Background: an optimization exercise with open tools, aiming at small area, a short achievable clock period and few clock cycles per item. Do not read the settings as production practice.
Only simulation tests tie the RTL to the original design; equivalence was not proved.
Power figures rest on the tool's default switching activity, not on a simulated workload.

===== design.v =====
package conv_pkg;
    typedef logic [4:0]                         col_addr_t;     
    typedef logic [4:0]                         band_t;
    typedef logic [4:0]                         kernel_t;
    typedef logic [8:0]                         param_addr_t;   
    typedef logic [5-1:0]                 pix_col_t;
    typedef logic signed [8-1:0]    weight_t;
    typedef logic signed [8-1:0]    bias_t;
    typedef logic signed [16-1:0]  sum_t;
    typedef logic [16-1:0]         act_t;          
    typedef enum logic [1:0] {
        SEQ_IDLE,
        SEQ_LOAD,       
        SEQ_SWEEP       
    } seq_state_t;
endpackage
module conv_decode (
    input  logic        sclk,
    input  logic        s_rst_n,
    input  logic        cal_start,
    output logic        busy,
    output logic [4:0]  col,         
    output logic [2:0]  band,
    output logic        kern,
    output logic [3:0]  paddr,       
    output logic [4:0]  pwr,         
    output logic        tag_vld      
);
    logic        act;            
    logic        act_d;
    logic        kern_d;
    logic        start;
    logic        last_col;
    logic        t0, t1;
    logic [2:0]  psi, psi_d;
    assign start    = cal_start & ~busy;
    assign last_col = (col == 5'(28 - 1));
    assign t0       = act & (col >= 5'(5 - 1));
    assign psi_d    = (psi == 3'd0) ? 3'd4 : psi - 3'd1;
    always_comb begin
        act_d  = act;
        kern_d = kern;
        if (start) begin
            act_d = 1'b1;
        end else if (act && last_col && band == 3'(8 - 1)) begin
            kern_d = ~kern;
            if (kern)
                act_d = 1'b0;
        end
    end
    always_ff @(posedge sclk or negedge s_rst_n) begin
        if (!s_rst_n) begin
            act   <= 1'b0;
            col   <= '0;
            band  <= '0;
            kern  <= 1'b0;
            psi   <= '0;
            paddr <= '0;
        end else begin
            act   <= act_d;
            kern  <= kern_d;
            psi   <= psi_d;
            paddr <= (kern_d ? 4'd5 : 4'd0) + 4'(psi_d);
            if (start) begin
                col <= 5'd1;
            end else if (act) begin
                if (last_col) begin
                    col  <= '0;
                    band <= band + 3'd1;     
                end else begin
                    col <= col + 5'd1;
                end
            end
        end
    end
    always_ff @(posedge sclk) begin
        for (int q = 0; q < 5; q++)
            pwr[q] <= (psi == 3'(5 - 1 - q));
    end
    always_ff @(posedge sclk or negedge s_rst_n) begin
        if (!s_rst_n) begin
            t1      <= 1'b0;
            tag_vld <= 1'b0;
            busy    <= 1'b0;
        end else begin
            t1      <= t0;
            tag_vld <= t1;
            busy    <= act_d | t0 | t1 | tag_vld;
        end
    end
endmodule
module conv_execute (
    input  logic                sclk,
    input  conv_pkg::pix_col_t  col_data,
    input  conv_pkg::weight_t   param_w_h0,
    input  conv_pkg::weight_t   param_w_h1,
    input  conv_pkg::weight_t   param_w_h2,
    input  conv_pkg::weight_t   param_w_h3,
    input  conv_pkg::weight_t   param_w_h4,
    input  conv_pkg::bias_t     param_bias,
    input  logic [4:0]          pwr,         
    output logic signed [12:0]  sum
);
    logic [5-1:0][5-1:0][7:0] w;    
    logic [5-1:0][5-1:0]      p;    
    logic [7:0]  b;
    logic [12:0] ra, rb;
    always_ff @(posedge sclk) begin
        w <= {w[5-2:0], {param_w_h4, param_w_h3, param_w_h2, param_w_h1, param_w_h0}};
        b <= param_bias;
    end
    for (genvar q = 0; q < 5; q++) begin : g_slot
        always_ff @(posedge sclk) begin
            if (pwr[q])
                p[q] <= col_data;
        end
    end
    logic t1, t2, t3, t4, t5, t6, t7, t8, t9, t10, t11, t12, t13, t14, t15, t16, t17, t18, t19, t20, t21, t22, t23, t24, t25, t26, t27, t28, t29, t30, t31, t32, t33, t34, t35, t36, t37, t38, t39, t40, t41, t42, t43, t44, t45, t46, t47, t48, t49, t50, t51, t52, t53, t54, t55, t56, t57, t58, t59, t60, t61, t62, t63, t64, t65, t66, t67, t68, t69, t70, t71, t72, t73, t74, t75, t76, t77, t78, t79, t80, t81, t82, t83, t84, t85, t86, t87, t88, t89, t90, t91, t92, t93, t94, t95, t96, t97, t98, t99, t100, t101, t102, t103, t104, t105, t106, t107, t108, t109, t110, t111, t112, t113, t114, t115, t116, t117, t118, t119, t120, t121, t122, t123, t124, t125, t126, t127, t128, t129, t130, t131, t132, t133, t134, t135, t136, t137, t138, t139, t140, t141, t142, t143, t144, t145, t146, t147, t148, t149, t150, t151, t152, t153, t154, t155, t156, t157, t158, t159, t160, t161, t162, t163, t164, t165, t166, t167, t168, t169, t170, t171, t172, t173, t174, t175, t176, t177, t178, t179, t180, t181, t182, t183, t184, t185, t186, t187, t188, t189, t190, t191, t192, t193, t194, t195, t196, t197, t198, t199, t200, t201, t202, t203, t204, t205, t206, t207, t208, t209, t210, t211, t212, t213, t214, t215, t216, t217, t218, t219, t220, t221, t222, t223, t224, t225, t226, t227, t228, t229, t230, t231, t232, t233, t234, t235, t236, t237, t238, t239, t240, t241, t242, t243, t244, t245, t246, t247, t248, t249, t250, t251, t252, t253, t254, t255, t256, t257, t258, t259, t260, t261, t262, t263, t264, t265, t266, t267, t268, t269, t270, t271, t272, t273, t274, t275, t276, t277, t278, t279, t280, t281, t282, t283, t284, t285, t286, t287, t288, t289, t290, t291, t292, t293, t294, t295, t296, t297, t298, t299, t300, t301, t302, t303, t304, t305, t306, t307, t308, t309, t310, t311, t312, t313, t314, t315, t316, t317, t318, t319, t320, t321, t322, t323, t324, t325, t326, t327, t328, t329, t330, t331, t332, t333, t334, t335, t336, t337, t338, t339, t340, t341, t342, t343, t344, t345, t346, t347, t348, t349, t350, t351, t352, t353, t354, t355, t356, t357, t358, t359, t360, t361, t362, t363, t364, t365, t366, t367, t368, t369, t370, t371, t372, t373, t374, t375, t376, t377, t378, t379, t380, t381, t382, t383, t384, t385, t386, t387, t388, t389, t390, t391, t392, t393, t394, t395, t396, t397, t398;
    assign t1 = (p[0][0] & w[0][0][0]) ^ (p[0][1] & w[0][1][0]) ^ (p[0][2] & w[0][2][0]);
    assign t2 = ((p[0][0] & w[0][0][0]) & (p[0][1] & w[0][1][0])) | ((p[0][0] & w[0][0][0]) & (p[0][2] & w[0][2][0])) | ((p[0][1] & w[0][1][0]) & (p[0][2] & w[0][2][0]));
    assign t3 = (p[0][3] & w[0][3][0]) ^ (p[0][4] & w[0][4][0]) ^ (p[1][0] & w[1][0][0]);
    assign t4 = ((p[0][3] & w[0][3][0]) & (p[0][4] & w[0][4][0])) | ((p[0][3] & w[0][3][0]) & (p[1][0] & w[1][0][0])) | ((p[0][4] & w[0][4][0]) & (p[1][0] & w[1][0][0]));
    assign t5 = (p[1][1] & w[1][1][0]) ^ (p[1][2] & w[1][2][0]) ^ (p[1][3] & w[1][3][0]);
    assign t6 = ((p[1][1] & w[1][1][0]) & (p[1][2] & w[1][2][0])) | ((p[1][1] & w[1][1][0]) & (p[1][3] & w[1][3][0])) | ((p[1][2] & w[1][2][0]) & (p[1][3] & w[1][3][0]));
    assign t7 = (p[1][4] & w[1][4][0]) ^ (p[2][0] & w[2][0][0]);
    assign t8 = (p[1][4] & w[1][4][0]) & (p[2][0] & w[2][0][0]);
    assign t9 = (p[0][0] & w[0][0][1]) ^ (p[0][1] & w[0][1][1]) ^ (p[0][2] & w[0][2][1]);
    assign t10 = ((p[0][0] & w[0][0][1]) & (p[0][1] & w[0][1][1])) | ((p[0][0] & w[0][0][1]) & (p[0][2] & w[0][2][1])) | ((p[0][1] & w[0][1][1]) & (p[0][2] & w[0][2][1]));
    assign t11 = (p[0][3] & w[0][3][1]) ^ (p[0][4] & w[0][4][1]) ^ (p[1][0] & w[1][0][1]);
    assign t12 = ((p[0][3] & w[0][3][1]) & (p[0][4] & w[0][4][1])) | ((p[0][3] & w[0][3][1]) & (p[1][0] & w[1][0][1])) | ((p[0][4] & w[0][4][1]) & (p[1][0] & w[1][0][1]));
    assign t13 = (p[1][1] & w[1][1][1]) ^ (p[1][2] & w[1][2][1]) ^ (p[1][3] & w[1][3][1]);
    assign t14 = ((p[1][1] & w[1][1][1]) & (p[1][2] & w[1][2][1])) | ((p[1][1] & w[1][1][1]) & (p[1][3] & w[1][3][1])) | ((p[1][2] & w[1][2][1]) & (p[1][3] & w[1][3][1]));
    assign t15 = (p[1][4] & w[1][4][1]) ^ (p[2][0] & w[2][0][1]) ^ (p[2][1] & w[2][1][1]);
    assign t16 = ((p[1][4] & w[1][4][1]) & (p[2][0] & w[2][0][1])) | ((p[1][4] & w[1][4][1]) & (p[2][1] & w[2][1][1])) | ((p[2][0] & w[2][0][1]) & (p[2][1] & w[2][1][1]));
    assign t17 = (p[2][2] & w[2][2][1]) ^ (p[2][3] & w[2][3][1]) ^ (p[2][4] & w[2][4][1]);
    assign t18 = ((p[2][2] & w[2][2][1]) & (p[2][3] & w[2][3][1])) | ((p[2][2] & w[2][2][1]) & (p[2][4] & w[2][4][1])) | ((p[2][3] & w[2][3][1]) & (p[2][4] & w[2][4][1]));
    assign t19 = (p[3][0] & w[3][0][1]) ^ (p[3][1] & w[3][1][1]);
    assign t20 = (p[3][0] & w[3][0][1]) & (p[3][1] & w[3][1][1]);
    assign t21 = (p[0][0] & w[0][0][2]) ^ (p[0][1] & w[0][1][2]) ^ (p[0][2] & w[0][2][2]);
    assign t22 = ((p[0][0] & w[0][0][2]) & (p[0][1] & w[0][1][2])) | ((p[0][0] & w[0][0][2]) & (p[0][2] & w[0][2][2])) | ((p[0][1] & w[0][1][2]) & (p[0][2] & w[0][2][2]));
    assign t23 = (p[0][3] & w[0][3][2]) ^ (p[0][4] & w[0][4][2]) ^ (p[1][0] & w[1][0][2]);
    assign t24 = ((p[0][3] & w[0][3][2]) & (p[0][4] & w[0][4][2])) | ((p[0][3] & w[0][3][2]) & (p[1][0] & w[1][0][2])) | ((p[0][4] & w[0][4][2]) & (p[1][0] & w[1][0][2]));
    assign t25 = (p[1][1] & w[1][1][2]) ^ (p[1][2] & w[1][2][2]) ^ (p[1][3] & w[1][3][2]);
    assign t26 = ((p[1][1] & w[1][1][2]) & (p[1][2] & w[1][2][2])) | ((p[1][1] & w[1][1][2]) & (p[1][3] & w[1][3][2])) | ((p[1][2] & w[1][2][2]) & (p[1][3] & w[1][3][2]));
    assign t27 = (p[1][4] & w[1][4][2]) ^ (p[2][0] & w[2][0][2]) ^ (p[2][1] & w[2][1][2]);
    assign t28 = ((p[1][4] & w[1][4][2]) & (p[2][0] & w[2][0][2])) | ((p[1][4] & w[1][4][2]) & (p[2][1] & w[2][1][2])) | ((p[2][0] & w[2][0][2]) & (p[2][1] & w[2][1][2]));
    assign t29 = (p[2][2] & w[2][2][2]) ^ (p[2][3] & w[2][3][2]) ^ (p[2][4] & w[2][4][2]);
    assign t30 = ((p[2][2] & w[2][2][2]) & (p[2][3] & w[2][3][2])) | ((p[2][2] & w[2][2][2]) & (p[2][4] & w[2][4][2])) | ((p[2][3] & w[2][3][2]) & (p[2][4] & w[2][4][2]));
    assign t31 = (p[3][0] & w[3][0][2]) ^ (p[3][1] & w[3][1][2]) ^ (p[3][2] & w[3][2][2]);
    assign t32 = ((p[3][0] & w[3][0][2]) & (p[3][1] & w[3][1][2])) | ((p[3][0] & w[3][0][2]) & (p[3][2] & w[3][2][2])) | ((p[3][1] & w[3][1][2]) & (p[3][2] & w[3][2][2]));
    assign t33 = (p[3][3] & w[3][3][2]) ^ (p[3][4] & w[3][4][2]);
    assign t34 = (p[3][3] & w[3][3][2]) & (p[3][4] & w[3][4][2]);
    assign t35 = (p[0][0] & w[0][0][3]) ^ (p[0][1] & w[0][1][3]) ^ (p[0][2] & w[0][2][3]);
    assign t36 = ((p[0][0] & w[0][0][3]) & (p[0][1] & w[0][1][3])) | ((p[0][0] & w[0][0][3]) & (p[0][2] & w[0][2][3])) | ((p[0][1] & w[0][1][3]) & (p[0][2] & w[0][2][3]));
    assign t37 = (p[0][3] & w[0][3][3]) ^ (p[0][4] & w[0][4][3]) ^ (p[1][0] & w[1][0][3]);
    assign t38 = ((p[0][3] & w[0][3][3]) & (p[0][4] & w[0][4][3])) | ((p[0][3] & w[0][3][3]) & (p[1][0] & w[1][0][3])) | ((p[0][4] & w[0][4][3]) & (p[1][0] & w[1][0][3]));
    assign t39 = (p[1][1] & w[1][1][3]) ^ (p[1][2] & w[1][2][3]) ^ (p[1][3] & w[1][3][3]);
    assign t40 = ((p[1][1] & w[1][1][3]) & (p[1][2] & w[1][2][3])) | ((p[1][1] & w[1][1][3]) & (p[1][3] & w[1][3][3])) | ((p[1][2] & w[1][2][3]) & (p[1][3] & w[1][3][3]));
    assign t41 = (p[1][4] & w[1][4][3]) ^ (p[2][0] & w[2][0][3]) ^ (p[2][1] & w[2][1][3]);
    assign t42 = ((p[1][4] & w[1][4][3]) & (p[2][0] & w[2][0][3])) | ((p[1][4] & w[1][4][3]) & (p[2][1] & w[2][1][3])) | ((p[2][0] & w[2][0][3]) & (p[2][1] & w[2][1][3]));
    assign t43 = (p[2][2] & w[2][2][3]) ^ (p[2][3] & w[2][3][3]) ^ (p[2][4] & w[2][4][3]);
    assign t44 = ((p[2][2] & w[2][2][3]) & (p[2][3] & w[2][3][3])) | ((p[2][2] & w[2][2][3]) & (p[2][4] & w[2][4][3])) | ((p[2][3] & w[2][3][3]) & (p[2][4] & w[2][4][3]));
    assign t45 = (p[3][0] & w[3][0][3]) ^ (p[3][1] & w[3][1][3]) ^ (p[3][2] & w[3][2][3]);
    assign t46 = ((p[3][0] & w[3][0][3]) & (p[3][1] & w[3][1][3])) | ((p[3][0] & w[3][0][3]) & (p[3][2] & w[3][2][3])) | ((p[3][1] & w[3][1][3]) & (p[3][2] & w[3][2][3]));
    assign t47 = (p[3][3] & w[3][3][3]) ^ (p[3][4] & w[3][4][3]) ^ (p[4][0] & w[4][0][3]);
    assign t48 = ((p[3][3] & w[3][3][3]) & (p[3][4] & w[3][4][3])) | ((p[3][3] & w[3][3][3]) & (p[4][0] & w[4][0][3])) | ((p[3][4] & w[3][4][3]) & (p[4][0] & w[4][0][3]));
    assign t49 = (p[0][0] & w[0][0][4]) ^ (p[0][1] & w[0][1][4]) ^ (p[0][2] & w[0][2][4]);
    assign t50 = ((p[0][0] & w[0][0][4]) & (p[0][1] & w[0][1][4])) | ((p[0][0] & w[0][0][4]) & (p[0][2] & w[0][2][4])) | ((p[0][1] & w[0][1][4]) & (p[0][2] & w[0][2][4]));
    assign t51 = (p[0][3] & w[0][3][4]) ^ (p[0][4] & w[0][4][4]) ^ (p[1][0] & w[1][0][4]);
    assign t52 = ((p[0][3] & w[0][3][4]) & (p[0][4] & w[0][4][4])) | ((p[0][3] & w[0][3][4]) & (p[1][0] & w[1][0][4])) | ((p[0][4] & w[0][4][4]) & (p[1][0] & w[1][0][4]));
    assign t53 = (p[1][1] & w[1][1][4]) ^ (p[1][2] & w[1][2][4]) ^ (p[1][3] & w[1][3][4]);
    assign t54 = ((p[1][1] & w[1][1][4]) & (p[1][2] & w[1][2][4])) | ((p[1][1] & w[1][1][4]) & (p[1][3] & w[1][3][4])) | ((p[1][2] & w[1][2][4]) & (p[1][3] & w[1][3][4]));
    assign t55 = (p[1][4] & w[1][4][4]) ^ (p[2][0] & w[2][0][4]) ^ (p[2][1] & w[2][1][4]);
    assign t56 = ((p[1][4] & w[1][4][4]) & (p[2][0] & w[2][0][4])) | ((p[1][4] & w[1][4][4]) & (p[2][1] & w[2][1][4])) | ((p[2][0] & w[2][0][4]) & (p[2][1] & w[2][1][4]));
    assign t57 = (p[2][2] & w[2][2][4]) ^ (p[2][3] & w[2][3][4]) ^ (p[2][4] & w[2][4][4]);
    assign t58 = ((p[2][2] & w[2][2][4]) & (p[2][3] & w[2][3][4])) | ((p[2][2] & w[2][2][4]) & (p[2][4] & w[2][4][4])) | ((p[2][3] & w[2][3][4]) & (p[2][4] & w[2][4][4]));
    assign t59 = (p[3][0] & w[3][0][4]) ^ (p[3][1] & w[3][1][4]) ^ (p[3][2] & w[3][2][4]);
    assign t60 = ((p[3][0] & w[3][0][4]) & (p[3][1] & w[3][1][4])) | ((p[3][0] & w[3][0][4]) & (p[3][2] & w[3][2][4])) | ((p[3][1] & w[3][1][4]) & (p[3][2] & w[3][2][4]));
    assign t61 = (p[3][3] & w[3][3][4]) ^ (p[3][4] & w[3][4][4]) ^ (p[4][0] & w[4][0][4]);
    assign t62 = ((p[3][3] & w[3][3][4]) & (p[3][4] & w[3][4][4])) | ((p[3][3] & w[3][3][4]) & (p[4][0] & w[4][0][4])) | ((p[3][4] & w[3][4][4]) & (p[4][0] & w[4][0][4]));
    assign t63 = (p[0][0] & w[0][0][5]) ^ (p[0][1] & w[0][1][5]) ^ (p[0][2] & w[0][2][5]);
    assign t64 = ((p[0][0] & w[0][0][5]) & (p[0][1] & w[0][1][5])) | ((p[0][0] & w[0][0][5]) & (p[0][2] & w[0][2][5])) | ((p[0][1] & w[0][1][5]) & (p[0][2] & w[0][2][5]));
    assign t65 = (p[0][3] & w[0][3][5]) ^ (p[0][4] & w[0][4][5]) ^ (p[1][0] & w[1][0][5]);
    assign t66 = ((p[0][3] & w[0][3][5]) & (p[0][4] & w[0][4][5])) | ((p[0][3] & w[0][3][5]) & (p[1][0] & w[1][0][5])) | ((p[0][4] & w[0][4][5]) & (p[1][0] & w[1][0][5]));
    assign t67 = (p[1][1] & w[1][1][5]) ^ (p[1][2] & w[1][2][5]) ^ (p[1][3] & w[1][3][5]);
    assign t68 = ((p[1][1] & w[1][1][5]) & (p[1][2] & w[1][2][5])) | ((p[1][1] & w[1][1][5]) & (p[1][3] & w[1][3][5])) | ((p[1][2] & w[1][2][5]) & (p[1][3] & w[1][3][5]));
    assign t69 = (p[1][4] & w[1][4][5]) ^ (p[2][0] & w[2][0][5]) ^ (p[2][1] & w[2][1][5]);
    assign t70 = ((p[1][4] & w[1][4][5]) & (p[2][0] & w[2][0][5])) | ((p[1][4] & w[1][4][5]) & (p[2][1] & w[2][1][5])) | ((p[2][0] & w[2][0][5]) & (p[2][1] & w[2][1][5]));
    assign t71 = (p[2][2] & w[2][2][5]) ^ (p[2][3] & w[2][3][5]) ^ (p[2][4] & w[2][4][5]);
    assign t72 = ((p[2][2] & w[2][2][5]) & (p[2][3] & w[2][3][5])) | ((p[2][2] & w[2][2][5]) & (p[2][4] & w[2][4][5])) | ((p[2][3] & w[2][3][5]) & (p[2][4] & w[2][4][5]));
    assign t73 = (p[3][0] & w[3][0][5]) ^ (p[3][1] & w[3][1][5]) ^ (p[3][2] & w[3][2][5]);
    assign t74 = ((p[3][0] & w[3][0][5]) & (p[3][1] & w[3][1][5])) | ((p[3][0] & w[3][0][5]) & (p[3][2] & w[3][2][5])) | ((p[3][1] & w[3][1][5]) & (p[3][2] & w[3][2][5]));
    assign t75 = (p[3][3] & w[3][3][5]) ^ (p[3][4] & w[3][4][5]) ^ (p[4][0] & w[4][0][5]);
    assign t76 = ((p[3][3] & w[3][3][5]) & (p[3][4] & w[3][4][5])) | ((p[3][3] & w[3][3][5]) & (p[4][0] & w[4][0][5])) | ((p[3][4] & w[3][4][5]) & (p[4][0] & w[4][0][5]));
    assign t77 = (p[0][0] & w[0][0][6]) ^ (p[0][1] & w[0][1][6]) ^ (p[0][2] & w[0][2][6]);
    assign t78 = ((p[0][0] & w[0][0][6]) & (p[0][1] & w[0][1][6])) | ((p[0][0] & w[0][0][6]) & (p[0][2] & w[0][2][6])) | ((p[0][1] & w[0][1][6]) & (p[0][2] & w[0][2][6]));
    assign t79 = (p[0][3] & w[0][3][6]) ^ (p[0][4] & w[0][4][6]) ^ (p[1][0] & w[1][0][6]);
    assign t80 = ((p[0][3] & w[0][3][6]) & (p[0][4] & w[0][4][6])) | ((p[0][3] & w[0][3][6]) & (p[1][0] & w[1][0][6])) | ((p[0][4] & w[0][4][6]) & (p[1][0] & w[1][0][6]));
    assign t81 = (p[1][1] & w[1][1][6]) ^ (p[1][2] & w[1][2][6]) ^ (p[1][3] & w[1][3][6]);
    assign t82 = ((p[1][1] & w[1][1][6]) & (p[1][2] & w[1][2][6])) | ((p[1][1] & w[1][1][6]) & (p[1][3] & w[1][3][6])) | ((p[1][2] & w[1][2][6]) & (p[1][3] & w[1][3][6]));
    assign t83 = (p[1][4] & w[1][4][6]) ^ (p[2][0] & w[2][0][6]) ^ (p[2][1] & w[2][1][6]);
    assign t84 = ((p[1][4] & w[1][4][6]) & (p[2][0] & w[2][0][6])) | ((p[1][4] & w[1][4][6]) & (p[2][1] & w[2][1][6])) | ((p[2][0] & w[2][0][6]) & (p[2][1] & w[2][1][6]));
    assign t85 = (p[2][2] & w[2][2][6]) ^ (p[2][3] & w[2][3][6]) ^ (p[2][4] & w[2][4][6]);
    assign t86 = ((p[2][2] & w[2][2][6]) & (p[2][3] & w[2][3][6])) | ((p[2][2] & w[2][2][6]) & (p[2][4] & w[2][4][6])) | ((p[2][3] & w[2][3][6]) & (p[2][4] & w[2][4][6]));
    assign t87 = (p[3][0] & w[3][0][6]) ^ (p[3][1] & w[3][1][6]) ^ (p[3][2] & w[3][2][6]);
    assign t88 = ((p[3][0] & w[3][0][6]) & (p[3][1] & w[3][1][6])) | ((p[3][0] & w[3][0][6]) & (p[3][2] & w[3][2][6])) | ((p[3][1] & w[3][1][6]) & (p[3][2] & w[3][2][6]));
    assign t89 = (p[3][3] & w[3][3][6]) ^ (p[3][4] & w[3][4][6]) ^ (p[4][0] & w[4][0][6]);
    assign t90 = ((p[3][3] & w[3][3][6]) & (p[3][4] & w[3][4][6])) | ((p[3][3] & w[3][3][6]) & (p[4][0] & w[4][0][6])) | ((p[3][4] & w[3][4][6]) & (p[4][0] & w[4][0][6]));
    assign t91 = ~(p[0][0] & w[0][0][7]) ^ ~(p[0][1] & w[0][1][7]) ^ ~(p[0][2] & w[0][2][7]);
    assign t92 = (~(p[0][0] & w[0][0][7]) & ~(p[0][1] & w[0][1][7])) | (~(p[0][0] & w[0][0][7]) & ~(p[0][2] & w[0][2][7])) | (~(p[0][1] & w[0][1][7]) & ~(p[0][2] & w[0][2][7]));
    assign t93 = ~(p[0][3] & w[0][3][7]) ^ ~(p[0][4] & w[0][4][7]) ^ ~(p[1][0] & w[1][0][7]);
    assign t94 = (~(p[0][3] & w[0][3][7]) & ~(p[0][4] & w[0][4][7])) | (~(p[0][3] & w[0][3][7]) & ~(p[1][0] & w[1][0][7])) | (~(p[0][4] & w[0][4][7]) & ~(p[1][0] & w[1][0][7]));
    assign t95 = ~(p[1][1] & w[1][1][7]) ^ ~(p[1][2] & w[1][2][7]) ^ ~(p[1][3] & w[1][3][7]);
    assign t96 = (~(p[1][1] & w[1][1][7]) & ~(p[1][2] & w[1][2][7])) | (~(p[1][1] & w[1][1][7]) & ~(p[1][3] & w[1][3][7])) | (~(p[1][2] & w[1][2][7]) & ~(p[1][3] & w[1][3][7]));
    assign t97 = ~(p[1][4] & w[1][4][7]) ^ ~(p[2][0] & w[2][0][7]) ^ ~(p[2][1] & w[2][1][7]);
    assign t98 = (~(p[1][4] & w[1][4][7]) & ~(p[2][0] & w[2][0][7])) | (~(p[1][4] & w[1][4][7]) & ~(p[2][1] & w[2][1][7])) | (~(p[2][0] & w[2][0][7]) & ~(p[2][1] & w[2][1][7]));
    assign t99 = ~(p[2][2] & w[2][2][7]) ^ ~(p[2][3] & w[2][3][7]) ^ ~(p[2][4] & w[2][4][7]);
    assign t100 = (~(p[2][2] & w[2][2][7]) & ~(p[2][3] & w[2][3][7])) | (~(p[2][2] & w[2][2][7]) & ~(p[2][4] & w[2][4][7])) | (~(p[2][3] & w[2][3][7]) & ~(p[2][4] & w[2][4][7]));
    assign t101 = ~(p[3][0] & w[3][0][7]) ^ ~(p[3][1] & w[3][1][7]) ^ ~(p[3][2] & w[3][2][7]);
    assign t102 = (~(p[3][0] & w[3][0][7]) & ~(p[3][1] & w[3][1][7])) | (~(p[3][0] & w[3][0][7]) & ~(p[3][2] & w[3][2][7])) | (~(p[3][1] & w[3][1][7]) & ~(p[3][2] & w[3][2][7]));
    assign t103 = ~(p[3][3] & w[3][3][7]) ^ ~(p[3][4] & w[3][4][7]) ^ ~(p[4][0] & w[4][0][7]);
    assign t104 = (~(p[3][3] & w[3][3][7]) & ~(p[3][4] & w[3][4][7])) | (~(p[3][3] & w[3][3][7]) & ~(p[4][0] & w[4][0][7])) | (~(p[3][4] & w[3][4][7]) & ~(p[4][0] & w[4][0][7]));
    assign t105 = t1 ^ t3 ^ t5;
    assign t106 = (t1 & t3) | (t1 & t5) | (t3 & t5);
    assign t107 = t7 ^ (p[2][1] & w[2][1][0]) ^ (p[2][2] & w[2][2][0]);
    assign t108 = (t7 & (p[2][1] & w[2][1][0])) | (t7 & (p[2][2] & w[2][2][0])) | ((p[2][1] & w[2][1][0]) & (p[2][2] & w[2][2][0]));
    assign t109 = (p[2][3] & w[2][3][0]) ^ (p[2][4] & w[2][4][0]) ^ (p[3][0] & w[3][0][0]);
    assign t110 = ((p[2][3] & w[2][3][0]) & (p[2][4] & w[2][4][0])) | ((p[2][3] & w[2][3][0]) & (p[3][0] & w[3][0][0])) | ((p[2][4] & w[2][4][0]) & (p[3][0] & w[3][0][0]));
    assign t111 = t2 ^ t4 ^ t6;
    assign t112 = (t2 & t4) | (t2 & t6) | (t4 & t6);
    assign t113 = t8 ^ t9 ^ t11;
    assign t114 = (t8 & t9) | (t8 & t11) | (t9 & t11);
    assign t115 = t13 ^ t15 ^ t17;
    assign t116 = (t13 & t15) | (t13 & t17) | (t15 & t17);
    assign t117 = t19 ^ (p[3][2] & w[3][2][1]) ^ (p[3][3] & w[3][3][1]);
    assign t118 = (t19 & (p[3][2] & w[3][2][1])) | (t19 & (p[3][3] & w[3][3][1])) | ((p[3][2] & w[3][2][1]) & (p[3][3] & w[3][3][1]));
    assign t119 = (p[3][4] & w[3][4][1]) ^ (p[4][0] & w[4][0][1]);
    assign t120 = (p[3][4] & w[3][4][1]) & (p[4][0] & w[4][0][1]);
    assign t121 = t10 ^ t12 ^ t14;
    assign t122 = (t10 & t12) | (t10 & t14) | (t12 & t14);
    assign t123 = t16 ^ t18 ^ t20;
    assign t124 = (t16 & t18) | (t16 & t20) | (t18 & t20);
    assign t125 = t21 ^ t23 ^ t25;
    assign t126 = (t21 & t23) | (t21 & t25) | (t23 & t25);
    assign t127 = t27 ^ t29 ^ t31;
    assign t128 = (t27 & t29) | (t27 & t31) | (t29 & t31);
    assign t129 = t33 ^ (p[4][0] & w[4][0][2]) ^ (p[4][1] & w[4][1][2]);
    assign t130 = (t33 & (p[4][0] & w[4][0][2])) | (t33 & (p[4][1] & w[4][1][2])) | ((p[4][0] & w[4][0][2]) & (p[4][1] & w[4][1][2]));
    assign t131 = (p[4][2] & w[4][2][2]) ^ (p[4][3] & w[4][3][2]);
    assign t132 = (p[4][2] & w[4][2][2]) & (p[4][3] & w[4][3][2]);
    assign t133 = t22 ^ t24 ^ t26;
    assign t134 = (t22 & t24) | (t22 & t26) | (t24 & t26);
    assign t135 = t28 ^ t30 ^ t32;
    assign t136 = (t28 & t30) | (t28 & t32) | (t30 & t32);
    assign t137 = t34 ^ t35 ^ t37;
    assign t138 = (t34 & t35) | (t34 & t37) | (t35 & t37);
    assign t139 = t39 ^ t41 ^ t43;
    assign t140 = (t39 & t41) | (t39 & t43) | (t41 & t43);
    assign t141 = t45 ^ t47 ^ (p[4][1] & w[4][1][3]);
    assign t142 = (t45 & t47) | (t45 & (p[4][1] & w[4][1][3])) | (t47 & (p[4][1] & w[4][1][3]));
    assign t143 = (p[4][2] & w[4][2][3]) ^ (p[4][3] & w[4][3][3]) ^ (p[4][4] & w[4][4][3]);
    assign t144 = ((p[4][2] & w[4][2][3]) & (p[4][3] & w[4][3][3])) | ((p[4][2] & w[4][2][3]) & (p[4][4] & w[4][4][3])) | ((p[4][3] & w[4][3][3]) & (p[4][4] & w[4][4][3]));
    assign t145 = t36 ^ t38 ^ t40;
    assign t146 = (t36 & t38) | (t36 & t40) | (t38 & t40);
    assign t147 = t42 ^ t44 ^ t46;
    assign t148 = (t42 & t44) | (t42 & t46) | (t44 & t46);
    assign t149 = t48 ^ t49 ^ t51;
    assign t150 = (t48 & t49) | (t48 & t51) | (t49 & t51);
    assign t151 = t53 ^ t55 ^ t57;
    assign t152 = (t53 & t55) | (t53 & t57) | (t55 & t57);
    assign t153 = t59 ^ t61 ^ (p[4][1] & w[4][1][4]);
    assign t154 = (t59 & t61) | (t59 & (p[4][1] & w[4][1][4])) | (t61 & (p[4][1] & w[4][1][4]));
    assign t155 = (p[4][2] & w[4][2][4]) ^ (p[4][3] & w[4][3][4]) ^ (p[4][4] & w[4][4][4]);
    assign t156 = ((p[4][2] & w[4][2][4]) & (p[4][3] & w[4][3][4])) | ((p[4][2] & w[4][2][4]) & (p[4][4] & w[4][4][4])) | ((p[4][3] & w[4][3][4]) & (p[4][4] & w[4][4][4]));
    assign t157 = t50 ^ t52 ^ t54;
    assign t158 = (t50 & t52) | (t50 & t54) | (t52 & t54);
    assign t159 = t56 ^ t58 ^ t60;
    assign t160 = (t56 & t58) | (t56 & t60) | (t58 & t60);
    assign t161 = t62 ^ t63 ^ t65;
    assign t162 = (t62 & t63) | (t62 & t65) | (t63 & t65);
    assign t163 = t67 ^ t69 ^ t71;
    assign t164 = (t67 & t69) | (t67 & t71) | (t69 & t71);
    assign t165 = t73 ^ t75 ^ (p[4][1] & w[4][1][5]);
    assign t166 = (t73 & t75) | (t73 & (p[4][1] & w[4][1][5])) | (t75 & (p[4][1] & w[4][1][5]));
    assign t167 = (p[4][2] & w[4][2][5]) ^ (p[4][3] & w[4][3][5]) ^ (p[4][4] & w[4][4][5]);
    assign t168 = ((p[4][2] & w[4][2][5]) & (p[4][3] & w[4][3][5])) | ((p[4][2] & w[4][2][5]) & (p[4][4] & w[4][4][5])) | ((p[4][3] & w[4][3][5]) & (p[4][4] & w[4][4][5]));
    assign t169 = t64 ^ t66 ^ t68;
    assign t170 = (t64 & t66) | (t64 & t68) | (t66 & t68);
    assign t171 = t70 ^ t72 ^ t74;
    assign t172 = (t70 & t72) | (t70 & t74) | (t72 & t74);
    assign t173 = t76 ^ t77 ^ t79;
    assign t174 = (t76 & t77) | (t76 & t79) | (t77 & t79);
    assign t175 = t81 ^ t83 ^ t85;
    assign t176 = (t81 & t83) | (t81 & t85) | (t83 & t85);
    assign t177 = t87 ^ t89 ^ (p[4][1] & w[4][1][6]);
    assign t178 = (t87 & t89) | (t87 & (p[4][1] & w[4][1][6])) | (t89 & (p[4][1] & w[4][1][6]));
    assign t179 = (p[4][2] & w[4][2][6]) ^ (p[4][3] & w[4][3][6]) ^ (p[4][4] & w[4][4][6]);
    assign t180 = ((p[4][2] & w[4][2][6]) & (p[4][3] & w[4][3][6])) | ((p[4][2] & w[4][2][6]) & (p[4][4] & w[4][4][6])) | ((p[4][3] & w[4][3][6]) & (p[4][4] & w[4][4][6]));
    assign t181 = t78 ^ t80 ^ t82;
    assign t182 = (t78 & t80) | (t78 & t82) | (t80 & t82);
    assign t183 = t84 ^ t86 ^ t88;
    assign t184 = (t84 & t86) | (t84 & t88) | (t86 & t88);
    assign t185 = t90 ^ t91 ^ t93;
    assign t186 = (t90 & t91) | (t90 & t93) | (t91 & t93);
    assign t187 = t95 ^ t97 ^ t99;
    assign t188 = (t95 & t97) | (t95 & t99) | (t97 & t99);
    assign t189 = t101 ^ t103 ^ ~(p[4][1] & w[4][1][7]);
    assign t190 = (t101 & t103) | (t101 & ~(p[4][1] & w[4][1][7])) | (t103 & ~(p[4][1] & w[4][1][7]));
    assign t191 = ~(p[4][2] & w[4][2][7]) ^ ~(p[4][3] & w[4][3][7]) ^ ~(p[4][4] & w[4][4][7]);
    assign t192 = (~(p[4][2] & w[4][2][7]) & ~(p[4][3] & w[4][3][7])) | (~(p[4][2] & w[4][2][7]) & ~(p[4][4] & w[4][4][7])) | (~(p[4][3] & w[4][3][7]) & ~(p[4][4] & w[4][4][7]));
    assign t193 = t92 ^ t94;
    assign t194 = t92 & t94;
    assign t195 = t105 ^ t107 ^ t109;
    assign t196 = (t105 & t107) | (t105 & t109) | (t107 & t109);
    assign t197 = (p[3][1] & w[3][1][0]) ^ (p[3][2] & w[3][2][0]) ^ (p[3][3] & w[3][3][0]);
    assign t198 = ((p[3][1] & w[3][1][0]) & (p[3][2] & w[3][2][0])) | ((p[3][1] & w[3][1][0]) & (p[3][3] & w[3][3][0])) | ((p[3][2] & w[3][2][0]) & (p[3][3] & w[3][3][0]));
    assign t199 = t106 ^ t108 ^ t110;
    assign t200 = (t106 & t108) | (t106 & t110) | (t108 & t110);
    assign t201 = t111 ^ t113 ^ t115;
    assign t202 = (t111 & t113) | (t111 & t115) | (t113 & t115);
    assign t203 = t117 ^ t119 ^ (p[4][1] & w[4][1][1]);
    assign t204 = (t117 & t119) | (t117 & (p[4][1] & w[4][1][1])) | (t119 & (p[4][1] & w[4][1][1]));
    assign t205 = t112 ^ t114 ^ t116;
    assign t206 = (t112 & t114) | (t112 & t116) | (t114 & t116);
    assign t207 = t118 ^ t120 ^ t121;
    assign t208 = (t118 & t120) | (t118 & t121) | (t120 & t121);
    assign t209 = t123 ^ t125 ^ t127;
    assign t210 = (t123 & t125) | (t123 & t127) | (t125 & t127);
    assign t211 = t129 ^ t131;
    assign t212 = t129 & t131;
    assign t213 = t122 ^ t124 ^ t126;
    assign t214 = (t122 & t124) | (t122 & t126) | (t124 & t126);
    assign t215 = t128 ^ t130 ^ t132;
    assign t216 = (t128 & t130) | (t128 & t132) | (t130 & t132);
    assign t217 = t133 ^ t135 ^ t137;
    assign t218 = (t133 & t135) | (t133 & t137) | (t135 & t137);
    assign t219 = t139 ^ t141 ^ t143;
    assign t220 = (t139 & t141) | (t139 & t143) | (t141 & t143);
    assign t221 = t134 ^ t136 ^ t138;
    assign t222 = (t134 & t136) | (t134 & t138) | (t136 & t138);
    assign t223 = t140 ^ t142 ^ t144;
    assign t224 = (t140 & t142) | (t140 & t144) | (t142 & t144);
    assign t225 = t145 ^ t147 ^ t149;
    assign t226 = (t145 & t147) | (t145 & t149) | (t147 & t149);
    assign t227 = t151 ^ t153 ^ t155;
    assign t228 = (t151 & t153) | (t151 & t155) | (t153 & t155);
    assign t229 = t146 ^ t148 ^ t150;
    assign t230 = (t146 & t148) | (t146 & t150) | (t148 & t150);
    assign t231 = t152 ^ t154 ^ t156;
    assign t232 = (t152 & t154) | (t152 & t156) | (t154 & t156);
    assign t233 = t157 ^ t159 ^ t161;
    assign t234 = (t157 & t159) | (t157 & t161) | (t159 & t161);
    assign t235 = t163 ^ t165 ^ t167;
    assign t236 = (t163 & t165) | (t163 & t167) | (t165 & t167);
    assign t237 = t158 ^ t160 ^ t162;
    assign t238 = (t158 & t160) | (t158 & t162) | (t160 & t162);
    assign t239 = t164 ^ t166 ^ t168;
    assign t240 = (t164 & t166) | (t164 & t168) | (t166 & t168);
    assign t241 = t169 ^ t171 ^ t173;
    assign t242 = (t169 & t171) | (t169 & t173) | (t171 & t173);
    assign t243 = t175 ^ t177 ^ t179;
    assign t244 = (t175 & t177) | (t175 & t179) | (t177 & t179);
    assign t245 = t170 ^ t172 ^ t174;
    assign t246 = (t170 & t172) | (t170 & t174) | (t172 & t174);
    assign t247 = t176 ^ t178 ^ t180;
    assign t248 = (t176 & t178) | (t176 & t180) | (t178 & t180);
    assign t249 = t181 ^ t183 ^ t185;
    assign t250 = (t181 & t183) | (t181 & t185) | (t183 & t185);
    assign t251 = t187 ^ t189 ^ t191;
    assign t252 = (t187 & t189) | (t187 & t191) | (t189 & t191);
    assign t253 = t182 ^ t184 ^ t186;
    assign t254 = (t182 & t184) | (t182 & t186) | (t184 & t186);
    assign t255 = t188 ^ t190 ^ t192;
    assign t256 = (t188 & t190) | (t188 & t192) | (t190 & t192);
    assign t257 = t193 ^ t96 ^ t98;
    assign t258 = (t193 & t96) | (t193 & t98) | (t96 & t98);
    assign t259 = t100 ^ t102 ^ t104;
    assign t260 = (t100 & t102) | (t100 & t104) | (t102 & t104);
    assign t261 = t195 ^ t197 ^ (p[3][4] & w[3][4][0]);
    assign t262 = (t195 & t197) | (t195 & (p[3][4] & w[3][4][0])) | (t197 & (p[3][4] & w[3][4][0]));
    assign t263 = (p[4][0] & w[4][0][0]) ^ (p[4][1] & w[4][1][0]);
    assign t264 = (p[4][0] & w[4][0][0]) & (p[4][1] & w[4][1][0]);
    assign t265 = t196 ^ t198 ^ t199;
    assign t266 = (t196 & t198) | (t196 & t199) | (t198 & t199);
    assign t267 = t201 ^ t203 ^ (p[4][2] & w[4][2][1]);
    assign t268 = (t201 & t203) | (t201 & (p[4][2] & w[4][2][1])) | (t203 & (p[4][2] & w[4][2][1]));
    assign t269 = (p[4][3] & w[4][3][1]) ^ (p[4][4] & w[4][4][1]);
    assign t270 = (p[4][3] & w[4][3][1]) & (p[4][4] & w[4][4][1]);
    assign t271 = t200 ^ t202 ^ t204;
    assign t272 = (t200 & t202) | (t200 & t204) | (t202 & t204);
    assign t273 = t205 ^ t207 ^ t209;
    assign t274 = (t205 & t207) | (t205 & t209) | (t207 & t209);
    assign t275 = t211 ^ (p[4][4] & w[4][4][2]) ^ b[2];
    assign t276 = (t211 & (p[4][4] & w[4][4][2])) | (t211 & b[2]) | ((p[4][4] & w[4][4][2]) & b[2]);
    assign t277 = t206 ^ t208 ^ t210;
    assign t278 = (t206 & t208) | (t206 & t210) | (t208 & t210);
    assign t279 = t212 ^ t213 ^ t215;
    assign t280 = (t212 & t213) | (t212 & t215) | (t213 & t215);
    assign t281 = t217 ^ t219 ^ b[3];
    assign t282 = (t217 & t219) | (t217 & b[3]) | (t219 & b[3]);
    assign t283 = t214 ^ t216 ^ t218;
    assign t284 = (t214 & t216) | (t214 & t218) | (t216 & t218);
    assign t285 = t220 ^ t221 ^ t223;
    assign t286 = (t220 & t221) | (t220 & t223) | (t221 & t223);
    assign t287 = t225 ^ t227 ^ b[4];
    assign t288 = (t225 & t227) | (t225 & b[4]) | (t227 & b[4]);
    assign t289 = t222 ^ t224 ^ t226;
    assign t290 = (t222 & t224) | (t222 & t226) | (t224 & t226);
    assign t291 = t228 ^ t229 ^ t231;
    assign t292 = (t228 & t229) | (t228 & t231) | (t229 & t231);
    assign t293 = t233 ^ t235 ^ b[5];
    assign t294 = (t233 & t235) | (t233 & b[5]) | (t235 & b[5]);
    assign t295 = t230 ^ t232 ^ t234;
    assign t296 = (t230 & t232) | (t230 & t234) | (t232 & t234);
    assign t297 = t236 ^ t237 ^ t239;
    assign t298 = (t236 & t237) | (t236 & t239) | (t237 & t239);
    assign t299 = t241 ^ t243 ^ b[6];
    assign t300 = (t241 & t243) | (t241 & b[6]) | (t243 & b[6]);
    assign t301 = t238 ^ t240 ^ t242;
    assign t302 = (t238 & t240) | (t238 & t242) | (t240 & t242);
    assign t303 = t244 ^ t245 ^ t247;
    assign t304 = (t244 & t245) | (t244 & t247) | (t245 & t247);
    assign t305 = t249 ^ t251 ^ ~b[7];
    assign t306 = (t249 & t251) | (t249 & ~b[7]) | (t251 & ~b[7]);
    assign t307 = t246 ^ t248 ^ t250;
    assign t308 = (t246 & t248) | (t246 & t250) | (t248 & t250);
    assign t309 = t252 ^ t253 ^ t255;
    assign t310 = (t252 & t253) | (t252 & t255) | (t253 & t255);
    assign t311 = t257 ^ t259 ^ 1'b1;
    assign t312 = (t257 & t259) | (t257 & 1'b1) | (t259 & 1'b1);
    assign t313 = t254 ^ t256 ^ t258;
    assign t314 = (t254 & t256) | (t254 & t258) | (t256 & t258);
    assign t315 = t260 ^ t194;
    assign t316 = t260 & t194;
    assign t317 = t261 ^ t263 ^ (p[4][2] & w[4][2][0]);
    assign t318 = (t261 & t263) | (t261 & (p[4][2] & w[4][2][0])) | (t263 & (p[4][2] & w[4][2][0]));
    assign t319 = t262 ^ t264 ^ t265;
    assign t320 = (t262 & t264) | (t262 & t265) | (t264 & t265);
    assign t321 = t267 ^ t269;
    assign t322 = t267 & t269;
    assign t323 = t266 ^ t268 ^ t270;
    assign t324 = (t266 & t268) | (t266 & t270) | (t268 & t270);
    assign t325 = t271 ^ t273 ^ t275;
    assign t326 = (t271 & t273) | (t271 & t275) | (t273 & t275);
    assign t327 = t272 ^ t274 ^ t276;
    assign t328 = (t272 & t274) | (t272 & t276) | (t274 & t276);
    assign t329 = t277 ^ t279 ^ t281;
    assign t330 = (t277 & t279) | (t277 & t281) | (t279 & t281);
    assign t331 = t278 ^ t280 ^ t282;
    assign t332 = (t278 & t280) | (t278 & t282) | (t280 & t282);
    assign t333 = t283 ^ t285 ^ t287;
    assign t334 = (t283 & t285) | (t283 & t287) | (t285 & t287);
    assign t335 = t284 ^ t286 ^ t288;
    assign t336 = (t284 & t286) | (t284 & t288) | (t286 & t288);
    assign t337 = t289 ^ t291 ^ t293;
    assign t338 = (t289 & t291) | (t289 & t293) | (t291 & t293);
    assign t339 = t290 ^ t292 ^ t294;
    assign t340 = (t290 & t292) | (t290 & t294) | (t292 & t294);
    assign t341 = t295 ^ t297 ^ t299;
    assign t342 = (t295 & t297) | (t295 & t299) | (t297 & t299);
    assign t343 = t296 ^ t298 ^ t300;
    assign t344 = (t296 & t298) | (t296 & t300) | (t298 & t300);
    assign t345 = t301 ^ t303 ^ t305;
    assign t346 = (t301 & t303) | (t301 & t305) | (t303 & t305);
    assign t347 = t302 ^ t304 ^ t306;
    assign t348 = (t302 & t304) | (t302 & t306) | (t304 & t306);
    assign t349 = t307 ^ t309 ^ t311;
    assign t350 = (t307 & t309) | (t307 & t311) | (t309 & t311);
    assign t351 = t308 ^ t310 ^ t312;
    assign t352 = (t308 & t310) | (t308 & t312) | (t310 & t312);
    assign t353 = t313 ^ t315 ^ 1'b1;
    assign t354 = (t313 & t315) | (t313 & 1'b1) | (t315 & 1'b1);
    assign t355 = t317 ^ (p[4][3] & w[4][3][0]);
    assign t356 = t317 & (p[4][3] & w[4][3][0]);
    assign t357 = t318 ^ t319 ^ t321;
    assign t358 = (t318 & t319) | (t318 & t321) | (t319 & t321);
    assign t359 = t320 ^ t322 ^ t323;
    assign t360 = (t320 & t322) | (t320 & t323) | (t322 & t323);
    assign t361 = t324 ^ t326 ^ t327;
    assign t362 = (t324 & t326) | (t324 & t327) | (t326 & t327);
    assign t363 = t328 ^ t330 ^ t331;
    assign t364 = (t328 & t330) | (t328 & t331) | (t330 & t331);
    assign t365 = t332 ^ t334 ^ t335;
    assign t366 = (t332 & t334) | (t332 & t335) | (t334 & t335);
    assign t367 = t336 ^ t338 ^ t339;
    assign t368 = (t336 & t338) | (t336 & t339) | (t338 & t339);
    assign t369 = t340 ^ t342 ^ t343;
    assign t370 = (t340 & t342) | (t340 & t343) | (t342 & t343);
    assign t371 = t344 ^ t346 ^ t347;
    assign t372 = (t344 & t346) | (t344 & t347) | (t346 & t347);
    assign t373 = t348 ^ t350 ^ t351;
    assign t374 = (t348 & t350) | (t348 & t351) | (t350 & t351);
    assign t375 = t352 ^ t354 ^ t314;
    assign t376 = (t352 & t354) | (t352 & t314) | (t354 & t314);
    assign t377 = t355 ^ (p[4][4] & w[4][4][0]);
    assign t378 = t355 & (p[4][4] & w[4][4][0]);
    assign t379 = t356 ^ t357 ^ b[1];
    assign t380 = (t356 & t357) | (t356 & b[1]) | (t357 & b[1]);
    assign t381 = t358 ^ t359 ^ t325;
    assign t382 = (t358 & t359) | (t358 & t325) | (t359 & t325);
    assign t383 = t360 ^ t361 ^ t329;
    assign t384 = (t360 & t361) | (t360 & t329) | (t361 & t329);
    assign t385 = t362 ^ t363 ^ t333;
    assign t386 = (t362 & t363) | (t362 & t333) | (t363 & t333);
    assign t387 = t364 ^ t365 ^ t337;
    assign t388 = (t364 & t365) | (t364 & t337) | (t365 & t337);
    assign t389 = t366 ^ t367 ^ t341;
    assign t390 = (t366 & t367) | (t366 & t341) | (t367 & t341);
    assign t391 = t368 ^ t369 ^ t345;
    assign t392 = (t368 & t369) | (t368 & t345) | (t369 & t345);
    assign t393 = t370 ^ t371 ^ t349;
    assign t394 = (t370 & t371) | (t370 & t349) | (t371 & t349);
    assign t395 = t372 ^ t373 ^ t353;
    assign t396 = (t372 & t373) | (t372 & t353) | (t373 & t353);
    assign t397 = t374 ^ t375 ^ t316;
    assign t398 = (t374 & t375) | (t374 & t316) | (t375 & t316);
    assign ra = {1'b1, t398, t396, t394, t392, t390, t388, t386, t384, t382, t380, t378, t377};
    assign rb = {1'b0, t376, t397, t395, t393, t391, t389, t387, t385, t383, t381, t379, b[0]};
    assign sum = ra + rb;
endmodule
module conv_result (
    input  logic                sclk,
    input  logic                s_rst_n,
    input  logic signed [12:0]  sum,
    input  logic                tag_vld,
    output logic [11:0]         act,
    output logic                act_vld
);
    always_ff @(posedge sclk) begin
        act <= sum[12] ? 12'd0 : 12'(sum);
    end
    always_ff @(posedge sclk or negedge s_rst_n) begin
        if (!s_rst_n)
            act_vld <= 1'b0;
        else
            act_vld <= tag_vld;
    end
endmodule
module conv_top (
    input  logic                   sclk,
    input  logic                   s_rst_n,
    input  logic                   cal_start,
    output logic                   busy,
    output conv_pkg::col_addr_t    data_rd_addr,
    output conv_pkg::band_t        row_cnt,
    input  conv_pkg::pix_col_t     col_data,
    output conv_pkg::param_addr_t  param_rd_addr,
    input  conv_pkg::weight_t      param_w_h0,
    input  conv_pkg::weight_t      param_w_h1,
    input  conv_pkg::weight_t      param_w_h2,
    input  conv_pkg::weight_t      param_w_h3,
    input  conv_pkg::weight_t      param_w_h4,
    output conv_pkg::kernel_t      bias_rd_addr,
    input  conv_pkg::bias_t        param_bias,
    output conv_pkg::act_t         conv_rslt_act,
    output logic                   conv_rslt_act_vld
);
    logic [2:0]          band;
    logic                kern;
    logic [3:0]          paddr;
    logic [4:0]          pwr;
    logic                tag_vld;
    logic signed [12:0]  sum;
    logic [11:0]         act;
    assign row_cnt       = {2'b0, band};
    assign param_rd_addr = {5'b0, paddr};
    assign bias_rd_addr  = {4'b0, kern};
    assign conv_rslt_act = {4'b0, act};
    conv_decode u_decode (
        .sclk      (sclk),
        .s_rst_n   (s_rst_n),
        .cal_start (cal_start),
        .busy      (busy),
        .col       (data_rd_addr),
        .band      (band),
        .kern      (kern),
        .paddr     (paddr),
        .pwr       (pwr),
        .tag_vld   (tag_vld)
    );
    conv_execute u_execute (
        .sclk       (sclk),
        .col_data   (col_data),
        .param_w_h0 (param_w_h0),
        .param_w_h1 (param_w_h1),
        .param_w_h2 (param_w_h2),
        .param_w_h3 (param_w_h3),
        .param_w_h4 (param_w_h4),
        .param_bias (param_bias),
        .pwr        (pwr),
        .sum        (sum)
    );
    conv_result u_result (
        .sclk    (sclk),
        .s_rst_n (s_rst_n),
        .sum     (sum),
        .tag_vld (tag_vld),
        .act     (act),
        .act_vld (conv_rslt_act_vld)
    );
endmodule

===== run.sh =====
#!/bin/bash
# synth_recipe.tcl (not shown) runs the flow's synth.tcl, then flattens the netlist and writes it again
# the make line also repeats each setting of config.mk as NAME=value (left out here)
make -C /OpenROAD-flow-scripts/flow DESIGN_CONFIG=/design/flow/config.mk WORK_HOME=/design/flow/orfs CLKGATE_MAP_FILE= SYNTH_SCRIPT=/design/flow/synth_recipe.tcl finish

===== config.mk =====
export PLATFORM = sky130hd
export DESIGN_NAME = conv_top
export DESIGN_NICKNAME = conv_top
export VERILOG_FILES = /design/flow/design.v
export SDC_FILE = /design/flow/constraint.sdc
export NUM_CORES = 4
export LEC_CHECK = 0
export CAP_MARGIN = 20
export CORE_MARGIN = 2
export CORE_UTILIZATION = 40
export SLEW_MARGIN = 20

===== constraint.sdc =====
create_clock -name core_clock -period 28.0 [get_ports {sclk}]
set_input_delay 5.6000 -clock core_clock [delete_from_list [all_inputs] [get_ports {sclk}]]
set_output_delay 5.6000 -clock core_clock [all_outputs]
set_load 0.01 [all_outputs]

==> results.txt <==
-- layer usage --
layer | GRT usage [%] | wire, um | vias up
li1 | - | - | 3258
met1 | 23.2 | 12000 | 3407
met2 | 27.9 | 12500 | 152
met3 | 3.05 | 1590 | 24
met4 | 3.13 | 486 | 2
met5 | 0 | 12 | -
-- critical path, stage by stage --
cell	delay [ns]
clkdlybuf4s50_1	0.41
nor2b_1	0.18
or3b_2	0.53
inv_1	0.11
nand2_1	0.08
xnor2_1	0.27
ha_1	0.31
a31o_2	0.21
-- power breakdown --
part           internal, W  switching (W)
Combinational     0.000498       0.000626
Clock             0.000242       0.000158
Sequential        0.000432      0.0000179
-- layout make-up --
| type | count | area share [%] |
|---|---|---|
| well taps | 402 | 3.37 |
| repair buffers | 82 | 5.50 |
| clock buffers | 37 | 5.40 |
| clock inverters | 17 | 1.47 |
| multi-input cells | 543 | 40.0 |
| flip-flops and latches | 271 | 38.7 |
| inverters | 219 | 5.51 |
-- flip-flops by register name, indices dropped and copies added (netlist names), 3 cells and up --
| register | count |
|---|---|
| u_decode.col | 5 |
| u_execute.p | 25 |
| u_decode.psi | 3 |
| u_decode.pwr | 5 |
| u_execute.b | 8 |
| u_execute.w | 200 |
| u_decode.band | 3 |
| u_decode.paddr | 4 |
| u_result.act | 12 |
-- metrics by stage --
stage / setup WS (ns) / total power [W] / util (%) / cells
final: 20.72 / 0.00198 / 47.5 / 1571
after global routing: 20.61 / 0.00218 / 47.5 / 1571
after CTS: 20.74 / 0.00200 / 47.5 / 1571
after detailed placement: 20.15 / 0.00159 / 44.3 / 1517
after global placement: 20.22 / 0.00158 / 44.3 / 1517
after floorplan: 20.77 / 0.00135 / - / 1052
-- placed cells by master (no fill, tap or decap), drive strengths merged, types with 10 or more instances in the layout --
cell type | synthesis | layout
conb | 1 | 15
edfxtp | 25 | 25
dfrtp | 21 | 21
clkdlybuf4s50 | 0 | 82
a21oi | 14 | 14
clkbuf | 2 | 37
nor2 | 10 | 10
and2 | 133 | 133
inv | 219 | 222
nand2 | 86 | 86
fa | 185 | 185
dfxtp | 225 | 225
ha | 36 | 36
-- worst min-delay path by stage --
stage                     start               end  slack, ns  cells after the start
2_1_floorplan   u_execute.w[77]  u_execute.w[117]       0.32                      0
3_3_place_gp    u_execute.w[91]  u_execute.w[131]       0.33                      0
3_5_place_dp   u_execute.w[158]  u_execute.w[198]       0.33                      0
4_1_cts         u_execute.w[31]   u_execute.w[71]       0.34                      0
5_1_grt        u_execute.w[112]  u_execute.w[152]       0.35                      0
6_report        u_execute.w[31]   u_execute.w[71]       0.34                      0
-- cell families after synthesis --
kind of cell,count (synthesis),share of synthesized area (%)
flops,271,45.7
other cells,1,0.0296
buf+inv,238,7.56
simple gates,255,10.8
fa+ha+maj,221,32.8
xor+xnor,11,0.761
compound gates,41,2.35
==> out/metrics.cfg <==
[yosys]
synth-seq-cells=271
synth_most_common_cell=dfxtp_1
ys_warn_count=3
synth_cell_types=41
synth_area_leaders=dfxtp_1 (36%), fa_1 (29%), and2_1 (6.6%)
yosysSeqAreaShare_pct=45.7
synth_cells=1038
synthArstFlopShare_pct=7.75
avgSynthCellArea_um2=12.2
synth_top_cell_area_share_pct=35.6
syn_area_um2=12700
yosys.area.top_type=dfxtp_1
synthTopCellsByCount=dfxtp_1 (225), inv_1 (219), fa_1 (185), and2_1 (133), nand2_1 (86)
synth_edf_count=25
synthFlopType=dfxtp_1

[route]
drt_iter0_drc=307
post-route-drc-count=0
postRouteWirelength_mm=26.6
via_count=6843
via_per_inst=4.36
dr.pass1.iters=4
ant_nets=0
routedWlPerCell_um=16.9

[placed_design]
placed_cell_area_um2=13900
gp_congestion=0.798
hpwl_mm=19.7
io_buffers=82

[clock_tree]
clk_latency_ns=0.55
clockBufferDepth=3
cts_resized=0
tritoncts=yes
h-tree-depth=1
clock_sinks=271
clkSlewWorstSetupHoldPaths_ns=0.06
cts_hold_buffers=0
cts_buffers=29
root_buffer=clkbuf_16
cts_setup_buffers=0

[finish]
seqCellArea_um2=5780
synthToLayoutAreaGrowth_pct=17.9
multi_input_area_um2=5970
nNetsFinal=1423
drive_gt1_share_pct=4.79
fill_cells=2840
fin_area_um2=14900
diodes=0

[critical_path]
crit_path_end_kind=flop
worst-r2r-setup-slack_ns=21.46
worstSetupPathType=in -> reg
reg2reg_to=u_result.act[11]
worstPathArrival_ns=7.71
worst_setup_path_start_kind=input pin
timing.rr.start=u_execute.p[0]
crit_required_ns=28.43
path_max_fanout=5
worstRegToRegCells=16
endpoint=u_decode.paddr[3]
startpoint=cal_start

[power]
power_leakage_nw=6.78
ir_drop_mv=0.152
powerDensity_nw_per_um2=132

[status]
status=no timing/DRC/antenna violations

[global_route]
grt_usage_pct=16.7
grt_pass1_wl_mm=41.6
antenna_found_initial=1
grt_pass1_vias=7540
grt_max_degree=22
grt_overflow=0

[floorplan]
std_cell_rows=65
core_um2=31400
die_w_um=182
ios=98
initial_core_util_pct=40.3
die_h_um=182
die_area_um2=33100

[timing]
hold_ws_ns=0.338
finalCritPeriodShare_pct=26.0
hold_viol_final=0
setup-violations-final=0
final.setup.tns_ns=0
slew_violations=0
maxSlewHeadroom_pct=39.7
tightest_slew_ns=0.901
rsz0062_at_grt=no
min_period_ns=7.28
finClkSkew_ns=0.0124
fmax_ghz=0.137

[job]
maxCapViolCount=0

[worst_hold_path]
worst_hold_path_type=reg -> reg

Testbench counts, summed over its fixed seeds: cycles 21,648, results 18,432.

## static timing again, ports no longer ideal
The results above use ideal ports. As a check the final layout listed here was re-extracted and re-timed, cells and wires unchanged.
Step 1: set_driving_cell puts a clkbuf_16 on sclk and a buf_2 on each other input, an assumption about the parent block.
Step 2 adds t to the input delays and takes it off the output delays; t is the mean of the earliest and latest rising clock arrival at the registers after step 1. Input paths then give back, and output paths get back, about the clock's delay inside the block.
Slacks: no drivers / after step 1 / after step 2; pairs: no drivers / after step 1.
shift t [ns]: 0.595
slack for setup (ns): 20.719 / 20.747 / 20.152
clock arrival spread, ns: 0.015 / 0.016
After both steps this run still meets setup and hold. The setup slack of this run moves by +0.028 ns with the drivers and by -0.567 ns with both steps.
